This is an optimization exercise on Yosys and OpenROAD, whose aim is small area and a short achievable clock period, not a production implementation. Where RTL was checked, it was by simulation tests only, not by an equivalence proof against the original. The RTL of runs 2 and 3 was laid out without a check of its function. Power figures rest on the tool's default switching activity, not on a simulated workload.

### flow/flow/run.sh
#!/bin/bash
cp standard.sh std_copy.log
export BUFFER_PORTS_ARGS="-buffer_cell sky130_fd_sc_hd__buf_1"
export CTS_ARGS="-sink_clustering_enable -repair_clock_nets -buf_list {sky130_fd_sc_hd__clkbuf_8 sky130_fd_sc_hd__clkbuf_16} -root_buf sky130_fd_sc_hd__clkbuf_16 -sink_clustering_buffer sky130_fd_sc_hd__clkbuf_8 -dont_use_dummy_load"
bash standard.sh > standard_flow.log 2>&1
### flow/constraint.sdc
create_clock -name core_clock -period 3.5 [get_ports {clk_i}]
set_input_delay 0.7000 -clock core_clock [delete_from_list [all_inputs] [get_ports {clk_i}]]
set_output_delay 0.7000 -clock core_clock [all_outputs]
set_load 0.01 [all_outputs]
### flow/standard.sh
#!/bin/bash
# synth_recipe.tcl (not shown) runs the flow's synth.tcl, then flattens the netlist and writes it again
# the make line also repeats each setting of config.mk as NAME=value (left out here)
make -C /OpenROAD-flow-scripts/flow DESIGN_CONFIG=/design/flow/config.mk WORK_HOME=/design/flow/orfs CLKGATE_MAP_FILE= SYNTH_SCRIPT=/design/flow/synth_recipe.tcl "${@:-finish}"
### flow/config.mk
export PLATFORM = sky130hd
export DESIGN_NAME = csr_unit
export DESIGN_NICKNAME = csr_unit
export VERILOG_FILES = /design/flow/design.v
export SDC_FILE = /design/flow/constraint.sdc
export NUM_CORES = 4
export LEC_CHECK = 0
export CAP_MARGIN = 20
export CORE_MARGIN = 2
export CORE_UTILIZATION = 40
export SETUP_SLACK_MARGIN = 1.65
export SLEW_MARGIN = 20
### flow/design.v
package csr_pkg;
  typedef logic [32-1:0]   csr_data_t;
  typedef logic [12-1:0] csr_addr_t;
  typedef enum logic [1:0] {
    CSR_OP_READ  = 2'b00,
    CSR_OP_WRITE = 2'b01,
    CSR_OP_SET   = 2'b10,
    CSR_OP_CLEAR = 2'b11
  } csr_op_e;
  typedef struct packed {
    csr_op_e   op;
    csr_addr_t addr;
    csr_data_t wdata;
  } csr_req_t;
  typedef struct packed {
    csr_op_e   op;
    csr_addr_t addr;
    csr_data_t wdata;
    logic      illegal;
  } csr_dec_t;
  typedef struct packed {
    csr_data_t rdata;
    logic      illegal;
  } csr_rsp_t;
  typedef struct packed {
    csr_data_t cause;
    csr_data_t epc;
    csr_data_t tval;
  } trap_info_t;
  function automatic csr_data_t csr_apply(csr_op_e op, csr_data_t old_val, csr_data_t wdata);
    case (op)
      csr_pkg::CSR_OP_WRITE: csr_apply = wdata;
      csr_pkg::CSR_OP_SET:   csr_apply = old_val | wdata;
      csr_pkg::CSR_OP_CLEAR: csr_apply = old_val & ~wdata;
      default:      csr_apply = old_val;
    endcase
  endfunction
endpackage
`timescale 1ns/1ps
module csr_unit (
  input  logic        clk_i,
  input  logic        rst_ni,
  input  logic        req_valid_i,
  output logic        req_ready_o,
  input  logic [1:0]  req_op_i,
  input  logic [11:0] req_addr_i,
  input  logic [31:0] req_wdata_i,
  output logic        rsp_valid_o,
  input  logic        rsp_ready_i,
  output logic [31:0] rsp_rdata_o,
  output logic        rsp_illegal_o,
  input  logic        trap_valid_i,
  input  logic [31:0] trap_cause_i,
  input  logic [31:0] trap_epc_i,
  input  logic [31:0] trap_tval_i,
  input  logic        mret_valid_i,
  input  logic        retire_i,
  output logic [31:0] mtvec_o,
  output logic [31:0] mepc_o,
  output logic        mstatus_mie_o
);
  localparam int N_SEL      = 12;
  localparam int S_ILL      = 0;    
  localparam int S_MSTATUS  = 1;
  localparam int S_MISA     = 2;
  localparam int S_MIE      = 3;
  localparam int S_MTVEC    = 4;
  localparam int S_MCNTINH  = 5;
  localparam int S_MSCRATCH = 6;
  localparam int S_MEPC     = 7;
  localparam int S_MCAUSE   = 8;
  localparam int S_MTVAL    = 9;
  localparam int S_MCYCLE   = 10;
  localparam int S_MINSTRET = 11;
  logic        slot_v_q;
  logic        op_w_q, op_s_q, op_c_q;   
  logic        op_wr_q;                  
  logic [N_SEL-1:0] sel_q;
  logic [31:0] wdata_q;
  logic        rsp_v_q;
  logic [31:0] rsp_rdata_q;
  logic        rsp_ill_q;
  logic        stage_ready;
  logic        commit;
  logic        is_rd;
  logic [N_SEL-1:0] sel_d;
  assign stage_ready = !rsp_v_q || rsp_ready_i;
  assign req_ready_o = !slot_v_q || stage_ready;
  assign commit      = slot_v_q && stage_ready;
  assign is_rd = (req_op_i == csr_pkg::CSR_OP_READ);
  always_comb begin
    sel_d = '0;
    case (req_addr_i)
      12'h300:       sel_d[S_MSTATUS]  = 1'b1;
      12'h301:          if (is_rd) sel_d[S_MISA] = 1'b1; else sel_d[S_ILL] = 1'b1;
      12'h304:           sel_d[S_MIE]      = 1'b1;
      12'h305:         sel_d[S_MTVEC]    = 1'b1;
      12'h320: sel_d[S_MCNTINH]  = 1'b1;
      12'h340:      sel_d[S_MSCRATCH] = 1'b1;
      12'h341:          sel_d[S_MEPC]     = 1'b1;
      12'h342:        sel_d[S_MCAUSE]   = 1'b1;
      12'h343:         sel_d[S_MTVAL]    = 1'b1;
      12'hB00:        sel_d[S_MCYCLE]   = 1'b1;
      12'hB02:      sel_d[S_MINSTRET] = 1'b1;
      12'hF11,
      12'hF12,
      12'hF13,
      12'hF14:       if (!is_rd) sel_d[S_ILL] = 1'b1;
      default:                 sel_d[S_ILL] = 1'b1;
    endcase
  end
  always_ff @(posedge clk_i or negedge rst_ni) begin
    if (!rst_ni) begin
      slot_v_q <= 1'b0;
    end else if (req_ready_o) begin
      slot_v_q <= req_valid_i;
    end
  end
  always_ff @(posedge clk_i or negedge rst_ni) begin
    if (!rst_ni) begin
      op_wr_q <= 1'b0;
    end else if (req_ready_o) begin
      op_wr_q <= req_valid_i && !is_rd;
    end
  end
  always_ff @(posedge clk_i) begin
    if (req_ready_o) begin
      op_w_q  <= (req_op_i == csr_pkg::CSR_OP_WRITE);
      op_s_q  <= (req_op_i == csr_pkg::CSR_OP_SET);
      op_c_q  <= (req_op_i == csr_pkg::CSR_OP_CLEAR);
      sel_q   <= sel_d;
      wdata_q <= req_wdata_i;
    end
  end
  logic        mstatus_mie_q;
  logic        mstatus_mpie_q;
  logic [31:0] mie_q;
  logic        mie_set_q;
  logic [31:2] mtvec_q;
  logic [31:0] mscratch_q;
  logic        mscratch_set_q;
  logic [31:2] mepc_q;
  logic [31:0] mcause_q;
  logic        mcause_set_q;
  logic [31:0] mtval_q;
  logic        mtval_set_q;
  logic [31:0] mcycle_q;
  logic [31:0] minstret_q;
  logic        cy_inhibit_q;
  logic        ir_inhibit_q;
  logic [31:0] rdata;
  always_comb begin
    rdata = '0;
    rdata[3]  = sel_q[S_MSTATUS] & mstatus_mie_q;
    rdata[7] = sel_q[S_MSTATUS] & mstatus_mpie_q;
    rdata[0] = sel_q[S_MCNTINH] & cy_inhibit_q;
    rdata[2] = sel_q[S_MCNTINH] & ir_inhibit_q;
    rdata = rdata
          | ({32{sel_q[S_MISA]}} & 32'h4000_0100)
          | ({32{sel_q[S_MIE] & mie_set_q}} & mie_q)
          | ({32{sel_q[S_MTVEC]}} & {mtvec_q, 2'b00})
          | ({32{sel_q[S_MSCRATCH] & mscratch_set_q}} & mscratch_q)
          | ({32{sel_q[S_MEPC]}} & {mepc_q, 2'b00})
          | ({32{sel_q[S_MCAUSE] & mcause_set_q}} & mcause_q)
          | ({32{sel_q[S_MTVAL] & mtval_set_q}} & mtval_q)
          | ({32{sel_q[S_MCYCLE]}} & mcycle_q)
          | ({32{sel_q[S_MINSTRET]}} & minstret_q);
  end
  always_ff @(posedge clk_i or negedge rst_ni) begin
    if (!rst_ni) begin
      rsp_v_q <= 1'b0;
    end else if (stage_ready) begin
      rsp_v_q <= slot_v_q;
    end
  end
  always_ff @(posedge clk_i) begin
    if (stage_ready) begin
      rsp_rdata_q <= rdata;
      rsp_ill_q   <= sel_q[S_ILL];
    end
  end
  assign rsp_valid_o   = rsp_v_q;
  assign rsp_rdata_o   = rsp_rdata_q;
  assign rsp_illegal_o = rsp_ill_q;
  logic        wr;
  logic        we_mstatus, we_mie, we_mtvec, we_mcntinh, we_mscratch;
  logic        we_mepc, we_mcause, we_mtval, we_mcycle, we_minstret;
  logic [31:0] to1;    
  logic [31:0] to0;    
  assign wr  = stage_ready && op_wr_q;   
  assign to1 = {32{op_w_q || op_s_q}} & wdata_q;
  assign to0 = ({32{op_w_q}} & ~wdata_q) | ({32{op_c_q}} & wdata_q);
  assign we_mstatus  = wr && sel_q[S_MSTATUS];
  assign we_mie      = wr && sel_q[S_MIE];
  assign we_mtvec    = wr && sel_q[S_MTVEC];
  assign we_mcntinh  = wr && sel_q[S_MCNTINH];
  assign we_mscratch = wr && sel_q[S_MSCRATCH];
  assign we_mepc     = wr && sel_q[S_MEPC];
  assign we_mcause   = wr && sel_q[S_MCAUSE];
  assign we_mtval    = wr && sel_q[S_MTVAL];
  assign we_mcycle   = wr && sel_q[S_MCYCLE];
  assign we_minstret = wr && sel_q[S_MINSTRET];
  function automatic logic [31:0] upd(input logic [31:0] old, input logic we,
                                      input logic old_valid);
    upd = (old & ~({32{we}} & to0) & ~{32{we && !old_valid}}) | ({32{we}} & to1);
  endfunction
  logic [31:0] mstatus_w;
  logic [31:0] mstatus_n;
  logic [31:0] mcntinh_w;
  logic [31:0] mcntinh_n;
  logic [31:0] mtvec_n;
  logic [31:0] mepc_n;
  always_comb begin
    mstatus_w = '0;
    mstatus_w[3]  = mstatus_mie_q;
    mstatus_w[7] = mstatus_mpie_q;
    mcntinh_w    = '0;
    mcntinh_w[0] = cy_inhibit_q;
    mcntinh_w[2] = ir_inhibit_q;
  end
  assign mstatus_n = upd(mstatus_w, we_mstatus, 1'b1);
  assign mcntinh_n = upd(mcntinh_w, we_mcntinh, 1'b1);
  assign mtvec_n   = upd({mtvec_q, 2'b00}, we_mtvec, 1'b1);
  assign mepc_n    = upd({mepc_q, 2'b00}, we_mepc, 1'b1);
  always_ff @(posedge clk_i or negedge rst_ni) begin
    if (!rst_ni) begin
      mstatus_mie_q  <= 1'b0;
      mstatus_mpie_q <= 1'b0;
    end else if (trap_valid_i) begin
      mstatus_mpie_q <= mstatus_mie_q;
      mstatus_mie_q  <= 1'b0;
    end else if (mret_valid_i) begin
      mstatus_mie_q  <= mstatus_mpie_q;
      mstatus_mpie_q <= 1'b1;
    end else begin
      mstatus_mie_q  <= mstatus_n[3];
      mstatus_mpie_q <= mstatus_n[7];
    end
  end
  always_ff @(posedge clk_i or negedge rst_ni) begin
    if (!rst_ni) begin
      mtvec_q <= '0;
      mepc_q  <= '0;
    end else begin
      mtvec_q <= mtvec_n[31:2];
      mepc_q  <= trap_valid_i ? trap_epc_i[31:2] : mepc_n[31:2];
    end
  end
  always_ff @(posedge clk_i or negedge rst_ni) begin
    if (!rst_ni) begin
      mie_set_q      <= 1'b0;
      mscratch_set_q <= 1'b0;
      mcause_set_q   <= 1'b0;
      mtval_set_q    <= 1'b0;
    end else begin
      if (we_mie)                     mie_set_q      <= 1'b1;
      if (we_mscratch)                mscratch_set_q <= 1'b1;
      if (trap_valid_i || we_mcause)  mcause_set_q   <= 1'b1;
      if (trap_valid_i || we_mtval)   mtval_set_q    <= 1'b1;
    end
  end
  always_ff @(posedge clk_i) begin
    mie_q      <= upd(mie_q, we_mie, mie_set_q);
    mscratch_q <= upd(mscratch_q, we_mscratch, mscratch_set_q);
    mcause_q   <= trap_valid_i ? trap_cause_i : upd(mcause_q, we_mcause, mcause_set_q);
    mtval_q    <= trap_valid_i ? trap_tval_i  : upd(mtval_q, we_mtval, mtval_set_q);
  end
  logic [31:0] cnt_wv;
  assign cnt_wv = ((sel_q[S_MCYCLE] ? mcycle_q : minstret_q) & ~to0) | to1;
  always_ff @(posedge clk_i or negedge rst_ni) begin
    if (!rst_ni) begin
      mcycle_q     <= '0;
      minstret_q   <= '0;
      cy_inhibit_q <= 1'b0;
      ir_inhibit_q <= 1'b0;
    end else begin
      if (we_mcycle) begin
        mcycle_q <= cnt_wv;
      end else if (!cy_inhibit_q) begin
        mcycle_q <= mcycle_q + 32'd1;
      end
      if (we_minstret) begin
        minstret_q <= cnt_wv;
      end else if (retire_i && !ir_inhibit_q) begin
        minstret_q <= minstret_q + 32'd1;
      end
      cy_inhibit_q <= mcntinh_n[0];
      ir_inhibit_q <= mcntinh_n[2];
    end
  end
  assign mtvec_o       = {mtvec_q, 2'b00};
  assign mepc_o        = {mepc_q, 2'b00};
  assign mstatus_mie_o = mstatus_mie_q;
endmodule
==> impl_metrics.yaml, run 1 <==
clocking:
  worstSkewPairLatency_ns: 0.56
  clk_path_buf_depth: 3
  cts_tree: "yes"
  ctsRootBufferMaster: "clkbuf_16"
  cts.reportedPaths.clkPinSlew_ns: 0.06
  numClockSinks: 343
  cts_buffers: 60
  cts_htree_levels: 2
sta:
  slew_viol_final: 0
  fin_crit_ns: 1.96
  finalCritPeriodShare_pct: 56.0
  slew_headroom_pct: 42.0
  hold_viol: 0
  worst_pin_slew_ns: 0.870
  rsz0062_at_grt: "true"
  fin_tns_setup_ns: 0
  max_freq_mhz: 510
  fin_ws_ns: 1.54
  setup_viol: 0
  skew_ns: 0.0297
critical_path:
  max_stage_delay_ns: 0.41
  cp_slowest_cell: "dfrtp_1"
  worstPathMaxFanout: 3
  startpoint_type: "flip-flop"
  arrival_ns: 1.26
  r2r_setup_slack_ns: 1.56
  critPathRequiredTime_ns: 2.80
  path_cells: "nand3b_1, buf_6"
  cp-end-kind: "output pin"
  crit_type: "reg -> out"
place:
  gp_congestion: 0.831
  dp.final_hpwl_um: 39300
  io_buffers: 242
  pre_cts_ws_ns: 0.808
cells_and_area:
  nFillCells: 4016
  ff_latch_area_um2: 8370
  drive_gt1_share_pct: 14.9
  num_antenna_cells: 0
  syn_to_final_growth_pct: 19.7
  nNetsFinal: 2382
  multi_input_area_um2: 8310
synthesis:
  ys_ff_latch: 343
  postSynth.asyncResetShare_pct: 39.4
  synth_most_common_cell: "nand2_1"
  synthTopCellsByCount: "nand2_1, o21ai_0, a21oi_1, dfrtp_1, dfxtp_1"
  netlist_top_cells_area: "dfrtp_1, dfxtp_1, edfxtp_1"
  synth_edf_count: 80
  ys.flop_type: "dfrtp_1"
  synth.largest_area_cell: "dfrtp_1"
  yosysUniqueCellTypes: 56
  synth.yosys.seq_area_share_pct: 48.8
  synth.avg_cell_area_um2: 8.65
  yosys_warnings: 1
  synth_top_area_share_pct: 19.8
  netlist_area_um2: 17100
  synthCells: 1976
min_path:
  hp-class: "in -> async"
floorplanning:
  dieWidth_um: 211
  die_h_um: 211
  ioPinCount: 249
  die_area_um2: 44400
  rows: 75
  core-area_um2: 42000
  start_util_pct: 40.7
run_status:
  status: "complete, no violations"
detailed_routing:
  vias: 15889
  firstDrtPassIters: 6
  vias_per_cell: 5.74
  ant_nets: 0
  routedWlPerCell_um: 21.8
  drt_wl_total_um: 60300
  drcViolationCount: 0
  drt_iter0_drc: 1584
global_routing:
  grt_antenna_before_repair: 0
  grt_pass1_vias: 15438
  grt_max_degree: 86
  grt_pass1_wl_um: 91400
  grt_util_all_layers_pct: 26.7
  grt_overflow: 0
job:
  drv_cap: 0
power_and_ir_drop:
  power_density_nw_per_um2: 645
  cellLeakagePower_nw: 8.25
  irDropWorstVdd_mv: 0.297
[flip-flops by register name (all words and copies together) (netlist names), 12 cells and up]
name and count:
minstret_q 32, rsp_rdata_q 32, mcycle_q 32, mcause_q 32
mtval_q 32, mscratch_q 32, mepc_q 30, sel_q 12
wdata_q 32, mie_q 32, mtvec_q 30
[cell usage in the layout, fill, tap and decap left out, drive strengths merged, types with 64 or more instances in the layout]
cell type,count
nand2,350
clkbuf,81
dfxtp,128
edfxtp,80
nor2,122
nand3,78
o22ai,64
buf,321
dfrtp,135
inv,81
a21oi,186
o21ai,198
[path summary, 6_finish.rpt]
check,start,end,depth (start not counted)
worst max-delay path,rsp_v_q,req_ready_o,2
worst min-delay path,rst_ni,mtvec_q[23],1
worst max register to register,cy_inhibit_q,mcycle_q[23],7
worst min register to register,sel_q[0],rsp_ill_q,0
max in group asynchronous,rst_ni,minstret_q[12],2
min in group core_clock,req_wdata_i[4],wdata_q[4],1
[cell families after synthesis]
| logic type | count (synthesis) | share of synthesized area, % |
|---|---|---|
| AND/OR/NAND/NOR | 662 | 17.0 |
| other | 1 | 0.0219 |
| buffers and inverters | 234 | 5.50 |
| AO/OA/AOI/OAI | 603 | 21.1 |
| XOR/XNOR | 62 | 3.18 |
| flip-flops | 343 | 48.8 |
| multiplexers | 69 | 4.29 |
| adder cells (fa/ha/maj) | 2 | 0.146 |
[per-layer routing]
| metal | part of all wire [%] | vias to the layer above | GRT usage, % |
|---|---|---|---|
| met1 | 42 | 7634 | 35.3 |
| met4 | 3.6 | 0 | 11.4 |
| met3 | 7.4 | 128 | 4.73 |
| met2 | 47 | 624 | 43.2 |
| li1 | - | 7503 | - |
| met5 | 0 | - | 0 |
[power breakdown]
group	switching (mW)	leakage (nW)	internal, mW
registers	1.08	3.50	5.26
clock network	1.56	0.457	1.64
logic	2.07	4.29	1.60
[metrics by stage]
| step | hold WS (ns) | cells | cell area [µm²] | total power [mW] | util (%) |
|---|---|---|---|---|---|
| after global routing | 0.291 | 2768 | 20500 | 14.0 | 48.7 |
| after CTS | 0.283 | 2740 | 19900 | 13.0 | 47.3 |
| final | 0.288 | 2768 | 20500 | 13.2 | 48.7 |
| after floorplan | 0.400 | 1979 | 17500 | 8.34 | - |
| after global placement | 0.410 | 2650 | 18600 | 9.49 | 44.3 |
| after detailed placement | 0.416 | 2650 | 18600 | 9.61 | 44.3 |
[critical path: cells and delay by family, from the launching register on]
| kind | cells | cell delay (ns) |
|---|---|---|
| flops | 1 | 0.41 |
| buf+inv | 1 | 0.16 |
| simple gates | 1 | 0.14 |
[layout make-up]
cell class / count / area share, %
multi-input cells: 1403 / 40.6
inverters: 81 / 1.49
well taps: 539 / 3.30
repair buffers: 342 / 9.44
clock buffers: 60 / 4.31
flip-flops and latches: 343 / 40.9
[what timing repair did]
item,CTS,global route
gates resized for setup,60,94
buffers inserted,29,27
hold buffers,0,0
endpoints found under the hold margin,0,0
gates cloned,1,1
pin swaps,6,21
setup endpoints to repair,312,172
==> run 2: changes to the inputs <==
--- a/flow/design.v
+++ b/flow/design.v
@@ -265,8 +265,21 @@
     mcause_q   <= trap_valid_i ? trap_cause_i : upd(mcause_q, we_mcause, mcause_set_q);
     mtval_q    <= trap_valid_i ? trap_tval_i  : upd(mtval_q, we_mtval, mtval_set_q);
   end
-  logic [31:0] cnt_wv;
-  assign cnt_wv = ((sel_q[S_MCYCLE] ? mcycle_q : minstret_q) & ~to0) | to1;
+  logic        cy_inc, ir_inc;
+  logic [31:0] cy_ones, ir_ones;
+  logic [31:0] mcycle_n, minstret_n;
+  assign cy_inc = !cy_inhibit_q && !we_mcycle;
+  assign ir_inc = retire_i && !ir_inhibit_q && !we_minstret;
+  always_comb begin
+    cy_ones[0] = 1'b1;
+    ir_ones[0] = 1'b1;
+    for (int i = 1; i < 32; i++) begin
+      cy_ones[i] = cy_ones[i-1] && mcycle_q[i-1];
+      ir_ones[i] = ir_ones[i-1] && minstret_q[i-1];
+    end
+  end
+  assign mcycle_n   = upd(mcycle_q ^ (cy_ones & {32{cy_inc}}), we_mcycle, 1'b1);
+  assign minstret_n = upd(minstret_q ^ (ir_ones & {32{ir_inc}}), we_minstret, 1'b1);
   always_ff @(posedge clk_i or negedge rst_ni) begin
     if (!rst_ni) begin
       mcycle_q     <= '0;
@@ -274,16 +287,8 @@
       cy_inhibit_q <= 1'b0;
       ir_inhibit_q <= 1'b0;
     end else begin
-      if (we_mcycle) begin
-        mcycle_q <= cnt_wv;
-      end else if (!cy_inhibit_q) begin
-        mcycle_q <= mcycle_q + 32'd1;
-      end
-      if (we_minstret) begin
-        minstret_q <= cnt_wv;
-      end else if (retire_i && !ir_inhibit_q) begin
-        minstret_q <= minstret_q + 32'd1;
-      end
+      mcycle_q     <= mcycle_n;
+      minstret_q   <= minstret_n;
       cy_inhibit_q <= mcntinh_n[0];
       ir_inhibit_q <= mcntinh_n[2];
     end
--- a/flow/config.mk
+++ b/flow/config.mk
@@ -8,5 +8,5 @@
 export CAP_MARGIN = 20
 export CORE_MARGIN = 2
 export CORE_UTILIZATION = 40
-export SETUP_SLACK_MARGIN = 1.65
+export SETUP_SLACK_MARGIN = 1.6
 export SLEW_MARGIN = 20
==> impl_metrics.yaml, run 2 <==
power_and_ir_drop:
  irDropWorstVdd_mv: 0.337
  cellLeakagePower_nw: 7.90
  power_density_nw_per_um2: 621
detailed_routing:
  drt_iter0_drc: 1522
  vias: 15582
  ant_nets: 0
  drcViolationCount: 0
  drt_wl_total_um: 64000
  routedWlPerCell_um: 25.0
  vias_per_cell: 6.08
  firstDrtPassIters: 5
clocking:
  worstSkewPairLatency_ns: 0.56
  cts.reportedPaths.clkPinSlew_ns: 0.06
  cts_buffers: 60
  cts_tree: "yes"
  clk_path_buf_depth: 3
  ctsRootBufferMaster: "clkbuf_16"
  cts_htree_levels: 2
  numClockSinks: 343
synthesis:
  ys.flop_type: "dfrtp_1"
  netlist_area_um2: 16600
  postSynth.asyncResetShare_pct: 39.4
  synth.yosys.seq_area_share_pct: 50.2
  yosys_warnings: 1
  synth_edf_count: 80
  synth.largest_area_cell: "dfrtp_1"
  netlist_top_cells_area: "dfrtp_1, dfxtp_1, edfxtp_1"
  synth_top_area_share_pct: 20.3
  synth_most_common_cell: "nand2_1"
  ys_ff_latch: 343
  yosysUniqueCellTypes: 66
  synth.avg_cell_area_um2: 9.34
  synthCells: 1779
  synthTopCellsByCount: "nand2_1, o21ai_0, dfrtp_1, dfxtp_1, o22ai_1"
critical_path:
  timing.rr.start: "rsp_v_q"
  r2r-end: "minstret_q[21]"
  worstPathMaxFanout: 4
  critPathRequiredTime_ns: 2.80
  arrival_ns: 1.36
  cp-end-kind: "output pin"
  r2r_setup_slack_ns: 1.48
  crit_start: "rsp_v_q"
  startpoint_type: "flip-flop"
  crit_type: "reg -> out"
  r2r_cells: 11
global_routing:
  grt_antenna_before_repair: 2
  grt_max_degree: 66
  grt_pass1_wl_um: 92500
  grt_overflow: 0
  grt_util_all_layers_pct: 27.8
  grt_pass1_vias: 15089
sta:
  max_freq_mhz: 486
  slew_viol_final: 0
  worst_pin_slew_ns: 0.753
  rsz0062_at_grt: "true"
  hold_viol: 0
  fin_tns_setup_ns: 0
  finalCritPeriodShare_pct: 58.8
  skew_ns: 0.0431
  fin_crit_ns: 2.06
  setup_viol: 0
  slew_headroom_pct: 48.4
  fin_ws_ns: 1.44
place:
  dp.final_hpwl_um: 38000
  pre_cts_ws_ns: 0.689
  io_buffers: 242
  gp_congestion: 0.840
floorplanning:
  ioPinCount: 249
  start_util_pct: 40.6
  dieWidth_um: 208
  rows: 74
  die_area_um2: 43200
  die_h_um: 208
  core-area_um2: 40900
run_status:
  status: "complete, no violations"
cells_and_area:
  final_common_cell: "buf_1"
  layout_common_cells: "buf_1, nand2_1, o21ai_0, dfrtp_1, dfxtp_1"
  drive_gt1_share_pct: 16.3
  nNetsFinal: 2184
  nFillCells: 3845
  syn_to_final_growth_pct: 22.8
job:
  drv_cap: 0
min_path:
  hp-class: "in -> async"
==> run 2: cell count changes after synthesis, moves of 15 or more <==
cell / delta
xnor2_1: -15
a2bb2oi_1: +64
a21o_1: -22
o22ai_1: +50
nand3_1: -26
buf_2: +20
nand2_1: -92
nor2_1: -56
a21oi_1: -119
==> run 2: worst max-delay path by stage <==
stage / end / slack, ns / cells after the start
final: req_ready_o / 1.44 / 4
after global routing: req_ready_o / 1.39 / 4
after CTS: req_ready_o / 1.41 / 4
after detailed placement: mepc_q[31] / 0.69 / 7
after global placement: mcycle_q[9] / 0.76 / 8
after floorplan: sel_q[0] / 1.22 / 5
==> run 2: per-layer routing <==
| metal | wire length [µm] | vias up | share of wire, % | global-route usage, % |
|---|---|---|---|---|
| met5 | 0 | - | 0 | 0 |
| met4 | 2240 | 0 | 3.5 | 11.2 |
| met3 | 5190 | 144 | 8.1 | 5.40 |
| met2 | 29400 | 781 | 46 | 44.0 |
| met1 | 27200 | 7619 | 42 | 37.4 |
| li1 | - | 7038 | - | - |
==> run 2: kinds of logic after synthesis <==
logic type                 share of synthesized area [%]
AOI/OAI and AO/OA                                   23.4
xor gates and xnor gates                            2.90
adders and majority gates                          0.151
buffers and inverters                               5.27
DFF                                                 50.2
muxes                                               4.09
other                                             0.0226
and+or+nand+nor                                     14.0
==> run 2: metrics by stage <==
stage               instance area, µm²  utilization [%]  std cells  power [mW]  hold slack, ns
floorplan                        17200                -       1782        7.97           0.400
global placement                 18300             44.8       2449        9.04           0.413
detailed placement               18300             44.8       2449        9.15           0.407
CTS                              19700             48.2       2531        12.5          0.0786
global route                     20400             49.9       2563        13.3          0.0876
finish                           20400             49.9       2564        12.7          0.0880
==> run 2: cell type report <==
cell class              count  area, µm²  share of cell area, %
inverters                  75        302                   1.48
multi-input cells        1223       8180                   40.1
flip-flops and latches    343       8350                   40.9
clock buffers              60        882                   4.32
repair inverters            2       17.5                 0.0858
diodes                      1       2.50                 0.0123
well taps                 532        666                   3.26
repair buffers            328       2020                   9.90
==> run 2: repair_timing <==
action,in CTS,in global routing
gates resized for setup,52,74
hold buffers,0,0
endpoints found under the setup margin,289,218
pin swaps,9,26
cloned,4,9
buffers inserted,18,23
==> run 2: worst max-delay path: stages, from the launching register on <==
cell and delay [ns]:
dfrtp_1 0.34, nor2b_4 0.16, buf_12 0.14, nand2_4 0.06, buf_6 0.12
==> run 2: report_power, final <==
part           total (mW)  internal (mW)  switching (mW)
clock network        3.18           1.64            1.55
logic                3.31           1.36            1.96
registers            6.18           5.21           0.969
==> run 3: changes to the inputs <==
--- a/flow/design.v
+++ b/flow/design.v
@@ -85,7 +85,10 @@
   logic        is_rd;
   logic [N_SEL-1:0] sel_d;
   assign stage_ready = !rsp_v_q || rsp_ready_i;
-  assign req_ready_o = !slot_v_q || stage_ready;
+  logic        full_q;
+  assign req_ready_o = !full_q || rsp_ready_i;
+  logic        slot_load;
+  assign slot_load   = !slot_v_q || stage_ready;
   assign commit      = slot_v_q && stage_ready;
   assign is_rd = (req_op_i == csr_pkg::CSR_OP_READ);
   always_comb begin
@@ -112,19 +115,19 @@
   always_ff @(posedge clk_i or negedge rst_ni) begin
     if (!rst_ni) begin
       slot_v_q <= 1'b0;
-    end else if (req_ready_o) begin
+    end else if (slot_load) begin
       slot_v_q <= req_valid_i;
     end
   end
   always_ff @(posedge clk_i or negedge rst_ni) begin
     if (!rst_ni) begin
       op_wr_q <= 1'b0;
-    end else if (req_ready_o) begin
+    end else if (slot_load) begin
       op_wr_q <= req_valid_i && !is_rd;
     end
   end
   always_ff @(posedge clk_i) begin
-    if (req_ready_o) begin
+    if (slot_load) begin
       op_w_q  <= (req_op_i == csr_pkg::CSR_OP_WRITE);
       op_s_q  <= (req_op_i == csr_pkg::CSR_OP_SET);
       op_c_q  <= (req_op_i == csr_pkg::CSR_OP_CLEAR);
@@ -173,6 +176,14 @@
       rsp_v_q <= slot_v_q;
     end
   end
+  always_ff @(posedge clk_i or negedge rst_ni) begin
+    if (!rst_ni) begin
+      full_q <= 1'b0;
+    end else begin
+      full_q <= (slot_load ? req_valid_i : slot_v_q) &&
+                (stage_ready ? slot_v_q : rsp_v_q);
+    end
+  end
   always_ff @(posedge clk_i) begin
     if (stage_ready) begin
       rsp_rdata_q <= rdata;
==> impl_metrics.yaml, run 3 <==
run_status:
  status: "complete, no violations"
sta:
  setup_viol: 0
  hold_viol: 0
  rsz0062_at_grt: "true"
  fin_tns_setup_ns: 0
  worst_pin_slew_ns: 0.897
  finalCritPeriodShare_pct: 59.3
  slew_viol_final: 0
  fin_crit_ns: 2.08
  skew_ns: 0.0483
  holdWs_ns: 0.258
  slew_headroom_pct: 38.5
  max_freq_mhz: 482
critical_path:
  crit_type: "reg -> reg"
  endpoint: "minstret_q[19]"
  path_cells: "and4_4, nand4_1, nor4_4, buf_4, buf_8, buf_4, xor2_1, o21ai_1, o21ai_1"
  cp_slowest_cell: "dfrtp_1"
  arrival_ns: 2.54
  r2r-end: "minstret_q[19]"
  crit_start: "minstret_q[13]"
  cp-end-kind: "flip-flop"
  max_stage_delay_ns: 0.46
  timing.rr.start: "minstret_q[13]"
  critPathRequiredTime_ns: 3.97
  r2r_setup_slack_ns: 1.42
  startpoint_type: "flip-flop"
  worstPathMaxFanout: 6
  r2r_cells: 9
synthesis:
  yosys.area_share.simple_pct: 14.7
  synth_xor_area_share_pct: 3.05
  synthMuxAreaShare_pct: 4.15
  synth_edf_count: 80
  ys_ff_latch: 344
  postSynth.asyncResetShare_pct: 39.5
  synth_top_family_by_area: "compound AO/OA/AOI/OAI gates"
  synth.largest_area_cell: "dfrtp_1"
  synthCells: 1813
  synthTopCellsByCount: "nand2_1, o21ai_0, dfrtp_1, a21oi_1"
  yosys_warnings: 1
  synth.yosys.seq_area_share_pct: 51.1
  synth_most_common_cell: "nand2_1"
  synth_fa_ha_area_share_pct: 0.153
  netlist_area_um2: 16400
  ys.flop_type: "dfrtp_1"
  synth_top_area_share_pct: 20.8
  synth.avg_cell_area_um2: 9.04
  netlist_top_cells_area: "dfrtp_1, dfxtp_1, edfxtp_1"
  yosysUniqueCellTypes: 60
  synth_compound_area_share_pct: 21.9
floorplanning:
  core-area_um2: 40600
  ioPinCount: 249
  die_area_um2: 42600
  start_util_pct: 40.3
  rows: 74
  die_h_um: 206
  dieWidth_um: 206
cells_and_area:
  syn_to_final_growth_pct: 28.6
  nFillCells: 3704
  fin_area_um2: 21100
  num_antenna_cells: 0
  final_common_cell: "buf_1"
  layout_common_cells: "buf_1, nand2_1, dfrtp_1, dfxtp_1, nor2_1"
  drive_gt1_share_pct: 18.4
  nNetsFinal: 2268
power_and_ir_drop:
  total_power_mw: 12.8
  cellLeakagePower_nw: 8.43
  power_density_nw_per_um2: 610
  irDropWorstVdd_mv: 0.320
clocking:
  clk_path_buf_depth: 3
  ctsRootBufferMaster: "clkbuf_16"
  numClockSinks: 344
  worstSkewPairLatency_ns: 0.57
  cts_buffers: 61
  ctsHoldBuffers: 0
  cts.reportedPaths.clkPinSlew_ns: 0.06
  cts_htree_levels: 2
  cts_tree: "yes"
global_routing:
  grt_max_degree: 61
  grt_antenna_before_repair: 1
  grt_pass1_vias: 14846
  grt_pass1_wl_um: 92900
  grt_overflow: 0
  grt_util_all_layers_pct: 29.2
detailed_routing:
  vias_per_cell: 6.16
  drt_iter0_drc: 1975
  drcViolationCount: 0
  ant_nets: 0
  vias: 16305
  firstDrtPassIters: 6
  routedWlPerCell_um: 26.6
  drt_wl_total_um: 70400
place:
  dpl-instance-area_um2: 17800
  dp.final_hpwl_um: 36500
  gp_congestion: 0.872
  io_buffers: 242
min_path:
  hp-class: "in -> async"
job:
  drv_cap: 0
[run 3: cell types whose count changed after synthesis, moves of 16 or more]
cell / change
xnor2_1: -17
a21oi_1: +64
buf_2: -24
nor2_1: +62
nor4_1: -16
xor2_1: +19
a2bb2oi_1: -64
[run 3: kinds of logic after synthesis]
| kind of cell | after synthesis |
|---|---|
| muxes | 64 |
| other | 1 |
| xor gates and xnor gates | 57 |
| AOI/OAI and AO/OA | 599 |
| buffers and inverters | 208 |
| and+or+nand+nor | 538 |
| adders and majority gates | 2 |
| DFF | 344 |
[run 3: routing by layer]
layer | GRT usage [%] | up-vias | share of wire [%]
met5 | 0 | - | 0.094
met4 | 10.6 | 5 | 4.6
met3 | 5.74 | 208 | 11
met2 | 45.9 | 1075 | 45
met1 | 40.0 | 7907 | 39
li1 | - | 7110 | -
[run 3: per-stage QoR]
stage               instances  setup slack (ns)  utilization [%]
floorplan                1816              1.18                -
global placement         2487             0.439             43.9
detailed placement       2487             0.391             43.9
CTS                      2597              1.48             48.3
global route             2647              1.35             51.8
finish                   2647              1.42             51.8
[run 3: what timing repair did]
action	CTS	global route
endpoints found under the hold margin	0	0
setup buffers	36	26
pin swaps	22	62
gates cloned	13	24
setup endpoints to repair	279	186
gates resized for setup	79	290
[run 3: final cells by class]
class / count / area [µm²] / area share, %
Sequential cell: 344 / 8370 / 39.7
Clock buffer: 61 / 896 / 4.25
Multi-Input combinational cell: 1271 / 8110 / 38.5
Tap cell: 532 / 666 / 3.16
Inverter: 70 / 275 / 1.31
Timing Repair Buffer: 368 / 2750 / 13.0
Timing Repair inverter: 1 / 8.76 / 0.0416
[run 3: critical path, delay by kind of cell, from the launching register on]
| family | cells | cell delay [ns] |
|---|---|---|
| flip-flops | 1 | 0.46 |
| XOR/XNOR | 1 | 0.16 |
| buffers and inverters | 3 | 0.45 |
| AND/OR/NAND/NOR | 3 | 0.73 |
| AO/OA/AOI/OAI | 2 | 0.18 |
[run 3: report_power, final]
group          leakage, nW  total [mW]  switching [mW]  internal [mW]
registers             3.53        6.21           0.981           5.23
clock network        0.464        3.27            1.60           1.66
logic                 4.44        3.37            2.01           1.36
total                 8.43        12.8            4.59           8.25
[run 3: worst min path at each step]
stage | slack [ns] | to | cells after the start
final | 0.26 | minstret_q[1] | 1
after global routing | 0.28 | minstret_q[4] | 1
after CTS | 0.25 | full_q | 1
after detailed placement | 0.42 | rsp_ill_q | 0
after global placement | 0.41 | rsp_ill_q | 0
after floorplan | 0.40 | cy_inhibit_q | 0

## afterwards: timing with drivers on the ports
How much do the figures lean on ideal ports? The routed layouts below were timed once more, with nothing changed but the port constraints. Step 1 sets driving cells, clkbuf_16 on the clock port and buf_2 on the other inputs (assumed; they add their load-dependent delay and slew). Step 2 also shifts input and output timing later by t, the mid clock arrival at the registers, as if the neighbouring blocks saw the same clock. Slacks: ideal ports / drivers / drivers and shift; pairs: ideal ports / drivers.
run | shift t [ns] | setup slack, ns | slew at the worst register clock pin (ns)
run 1 | 0.600 | 1.541 / 1.484 / 1.202 | 0.06 / 0.06
run 2 | 0.599 | 1.441 / 1.385 / 0.970 | 0.06 / 0.06
run 3 | 0.603 | 1.424 / 1.424 / 1.035 | 0.07 / 0.07
After both steps setup and hold are still met in every run listed. For run 2, which loses most, drivers alone change the setup slack by -0.056 ns; drivers and shift together by -0.471 ns.
